Background: an optimization exercise with open tools, aiming at a short achievable clock period and few clock cycles per item. Do not read the settings as production practice. Only simulation tests tie the RTL to the original design; equivalence was not proved. The clock port is modelled as an ideal driver; clocking choices that lean on that would not hold on a real chip. No activity file was given, so power comes from the tool's default toggle rates.

v16:
Design dfu_top, start of the top module:
module dfu_top (
	input  logic        clk,
	input  logic        rst,
	input  logic        a_valid,
	input  logic [4:0]  a_op,
	input  logic [31:0] a_data,
	output logic        a_ready,
	input  logic        b_valid,
	input  logic [31:0] b_data,
	output logic        b_ready,
	output logic        res_valid,
	output logic [31:0] res_data,
	input  logic        res_ready
);
Size in the first run: ~160 flip-flops, roughly 110 I/O pins.
==> flow/config.mk <==
export PLATFORM = sky130hd
export DESIGN_NAME = dfu_top
export DESIGN_NICKNAME = dfu_top
export VERILOG_FILES = /design/flow/design.v
export SDC_FILE = /design/flow/constraint.sdc
export NUM_CORES = 4
export LEC_CHECK = 0
export CAP_MARGIN = 20
export CORE_MARGIN = 2
export CORE_UTILIZATION = 40
export PLACE_DENSITY = 0.75
export SETUP_SLACK_MARGIN = 4.0
export SLEW_MARGIN = 20
==> flow/constraint.sdc <==
create_clock -name core_clock -period 9.0 [get_ports {clk}]
set_input_delay 1.8000 -clock core_clock [delete_from_list [all_inputs] [get_ports {clk}]]
set_output_delay 1.8000 -clock core_clock [all_outputs]
set_load 0.01 [all_outputs]
standard.sh (not shown) runs the stock make flow with config.mk's settings and CLKGATE_MAP_FILE= SYNTH_SCRIPT=/design/flow/synth_recipe.tcl, a recipe that flattens the netlist after the stock synthesis.
==> flow/flow/run.sh <==
#!/bin/bash
# The standard layout (standard.sh, all ORFS steps to finish) with these
# changes:
# - synthesis runs through flow/synth.tcl: modules are mapped one by one
#   (SYNTH_HIERARCHICAL 1, flattened at the end as the standard flow's synthesis
#   does), with flow/speed.abc, a delay-driven ABC script, and with no
#   adder cells extracted;
# - the port buffers are plain sky130_fd_sc_hd__buf_4 cells (which the
#   resizer may resize) rather than delay cells;
# - the CTS and global-route steps each end with extra setup repair
#   passes (flow/post_cts.tcl, flow/post_grt.tcl).
# Make's full output goes to flow_make.log in the work folder; ORFS keeps
# each step's log under orfs/logs/.
set -euo pipefail
work=$(pwd)
bash standard.sh \
  SYNTH_HIERARCHICAL=1 \
  SYNTH_SCRIPT="$work/flow/synth.tcl" \
  FLOW_ABC_SCRIPT="$work/flow/speed.abc" \
  BUFFER_PORTS_ARGS="-buffer_cell sky130_fd_sc_hd__buf_4" \
  POST_CTS_TCL="$work/flow/post_cts.tcl" \
  POST_GLOBAL_ROUTE_TCL="$work/flow/post_grt.tcl" \
  finish > "$work/flow_make.log" 2>&1
==> flow/flow/post_cts.tcl <==
# more setup repair passes after the standard CTS-stage repair, then
# legalise the placement again
estimate_parasitics -placement
repair_timing -setup -setup_margin $::env(SETUP_SLACK_MARGIN) -repair_tns 100 -verbose
repair_timing -setup -setup_margin $::env(SETUP_SLACK_MARGIN) -repair_tns 100 -skip_last_gasp -sequence "sizeup,swap,buffer,clone" -verbose
repair_timing -setup -setup_margin $::env(SETUP_SLACK_MARGIN) -repair_tns 100 -verbose
repair_timing -setup -setup_margin $::env(SETUP_SLACK_MARGIN) -repair_tns 100 -skip_last_gasp -sequence "unbuffer,sizeup,swap,buffer,clone,split" -verbose
detailed_placement
check_placement -verbose
==> flow/flow/post_grt.tcl <==
# more setup repair passes on global-route parasitics after the
# standard one, then legalise, reroute the changed nets and write the
# route guides again
estimate_parasitics -global_routing
repair_timing -setup -setup_margin $::env(SETUP_SLACK_MARGIN) -repair_tns 100 -verbose
repair_timing -setup -setup_margin $::env(SETUP_SLACK_MARGIN) -repair_tns 100 -skip_last_gasp -sequence "sizeup,swap,buffer,clone" -verbose
global_route -start_incremental
detailed_placement
global_route -end_incremental
estimate_parasitics -global_routing
write_guides $::env(RESULTS_DIR)/route.guide
==> flow/flow/synth.tcl <==
# The standard synthesis (synth_recipe.tcl), run with SYNTH_HIERARCHICAL 1
# so each module is mapped on its own, and with two changes: Yosys's abc
# command uses flow/speed.abc, a delay-driven mapping script, instead of
# the ORFS speed script; and no full or half adder cells are extracted, so
# ABC maps all the adder logic itself. Everything else, registers
# included, is unchanged.
proc synth {args} { yosys synth -nofsm -noshare {*}$args }
proc abc {args} {
  set i [lsearch -exact $args -script]
  if {$i >= 0} { lset args [expr {$i + 1}] $::env(FLOW_ABC_SCRIPT) }
  set j [lsearch -exact $args -D]
  if {$j >= 0} { lset args [expr {$j + 1}] 1500 } else { lappend args -D 1500 }
  yosys abc {*}$args
}
proc extract_fa {args} {}
source $::env(SCRIPTS_DIR)/synth.tcl
# left out here: clear keep_hierarchy, flatten, clean up, hide names made inside functions, write 1_2_yosys.v
Other scripts of this flow, unchanged in this note and not shown: flow/flow/speed.abc
Testbench counts of v16, summed over its fixed seeds: cycles 9,419, items 8,000.
Input-level comparison between v3 and v16:
- PLACE_DENSITY: 0.75 -> unset
- SETUP_SLACK_MARGIN: 4.0 -> 3.0
--- a/flow/flow/run.sh
+++ b/flow/flow/run.sh
@@ -6,2 +6,2 @@
-#   does), with flow/speed.abc, a delay-driven ABC script, and with no
-#   adder cells extracted;
+#   does), with flow/speed.abc, a delay-driven ABC script, and with adder
+#   cells extracted only in the multiplier;
==> flow/flow/post_cts.tcl <==
# two more setup repair passes after the standard CTS-stage repair,
# then legalise the placement again
estimate_parasitics -placement
repair_timing -setup -setup_margin $::env(SETUP_SLACK_MARGIN) -repair_tns 100 -verbose
repair_timing -setup -setup_margin $::env(SETUP_SLACK_MARGIN) -repair_tns 100 -skip_last_gasp -sequence "sizeup,swap,buffer,clone" -verbose
detailed_placement
check_placement -verbose
--- a/flow/flow/post_grt.tcl
+++ b/flow/flow/post_grt.tcl
@@ -1 +1 @@
-# more setup repair passes on global-route parasitics after the
+# one more setup repair pass on global-route parasitics after the
@@ -6 +5,0 @@
-repair_timing -setup -setup_margin $::env(SETUP_SLACK_MARGIN) -repair_tns 100 -skip_last_gasp -sequence "sizeup,swap,buffer,clone" -verbose
--- a/flow/flow/synth.tcl
+++ b/flow/flow/synth.tcl
@@ -4,3 +4,3 @@
-# the ORFS speed script; and no full or half adder cells are extracted, so
-# ABC maps all the adder logic itself. Everything else, registers
-# included, is unchanged.
+# the ORFS speed script; and full and half adder cells are extracted only
+# in the multiplier, so the ALU's adders stay visible to ABC. Everything
+# else, registers included, is unchanged.
@@ -15 +15 @@
-proc extract_fa {args} {}
+proc extract_fa {args} { yosys extract_fa {*}$args mul_pipe }
==> comparison <==
- Higher count of plain and timing-repair buffers in the layout among v16 and v3: v16
- | worst hold slack across all endpoints | v3 vs v16 | 0.044 ns lower |
- On utilization: v3 sits below v16.
- v3: compound-cell area share of the yosys netlist 14 points below v16
- v3 vs v16 — synthesized cell count dropped by more than a quarter
Edits applied to the flow inputs when going from v3 to v1:
--- a/flow/flow/run.sh
+++ b/flow/flow/run.sh
@@ -6,2 +6,2 @@
-#   does), with flow/speed.abc, a delay-driven ABC script, and with adder
-#   cells extracted only in the multiplier;
+#   does), with flow/speed.abc, a delay-driven ABC script, and with no
+#   adder cells extracted;
--- a/flow/flow/synth.tcl
+++ b/flow/flow/synth.tcl
@@ -4,3 +4,3 @@
-# the ORFS speed script; and full and half adder cells are extracted only
-# in the multiplier, so the ALU's adders stay visible to ABC. Everything
-# else, registers included, is unchanged.
+# the ORFS speed script; and no full or half adder cells are extracted, so
+# ABC maps all the adder logic itself. Everything else, registers
+# included, is unchanged.
@@ -15 +15 @@
-proc extract_fa {args} { yosys extract_fa {*}$args mul_pipe }
+proc extract_fa {args} {}
Notes after the runs:
Between v1 and v3, gate count after technology mapping is higher for v1, v3 comes in under that.
Transition at the pin with the smallest max-transition slack ended up 0.18 ns higher on v1 than on v3.
Wire length grows by more than a quarter when moving from v3 to v1.
v1 ended up with a higher maximum frequency than v3 did.
When v1 is set beside v3, its number of vias per cell after detailed routing turns out to be 2.6% larger.
v1 vs v3 on global-route met3 utilization: v1 is the lower one.
Taking v3 as 1.0, v1 lands at 1.4 on number of standard cells in the final layout excluding fillers.
v1 reports its most frequent standard cell in the layout excluding fill and tap cells as nand2_1 while v3 reports inv_1.
| insertion delay of the later-clocked pin in the worst-skew pair | v3 vs v1 | ≈ equal |
In v1, combinational cell fraction of total power is lower than in v3.
Cell area after synthesis went up by more than a quarter going from v3 to v1.
What v51 does differently from v1 at the input level:
- a change of SETUP_SLACK_MARGIN from 3.0 to 4.0
- a change of CORE_UTILIZATION from 40 to 30
## What came out
- In v51, the proportion of layout cells with a drive suffix above 1 came out 3.6 points above the value in v1.
- When the final numbers for v51 and v1 were put side by side, the tap cell count turned out to be greater in v51.
- Between v1 and v51, the maximum frequency figures differ only marginally.
- Of v51 and v1, the run reporting the higher die area was v51.
- The actual slew at the worst max-slew pin in v51 was lower than what v1 gave.

re-timing with driven ports:
In the flow no input, the clock included, has a driving cell. The finished layouts below were timed again as built, in two steps. Step 1 (the two cells are an assumption about what drives the block):
set clk [get_ports {clk}]
set_driving_cell -lib_cell sky130_fd_sc_hd__clkbuf_16 $clk
set_driving_cell -lib_cell sky130_fd_sc_hd__buf_2 [delete_from_list [all_inputs] $clk]
Step 2 times the ports against the registers' clock, not the clock port: input delays grow and output delays shrink by t, the midpoint of the rising clock arrivals with the driver on. a / b / c = no drivers / after step 1 / after step 2; a / b = the first two.
| run | t, ns | slack for setup (ns) | worst setup path after step 2 | latest minus earliest clock arrival (ns) | worst register clock-pin slew, ns |
|---|---|---|---|---|---|
| v16 | 0.585 | 2.904 / 2.627 / 2.627 | input to output | 0.021 / 0.021 | 0.08 / 0.08 |
| v3 | 0.566 | 2.838 / 2.691 / 2.691 | input to output | 0.025 / 0.026 | 0.08 / 0.08 |
| v1 | 0.570 | 2.896 / 2.586 / 2.586 | input to output | 0.030 / 0.030 | 0.08 / 0.08 |
| v51 | 0.566 | 2.895 / 2.658 / 2.658 | input to output | 0.031 / 0.031 | 0.08 / 0.08 |
After both steps every run listed still meets setup and hold. For v1, which loses most, drivers alone change the setup slack by -0.310 ns; drivers and shift together by -0.310 ns.
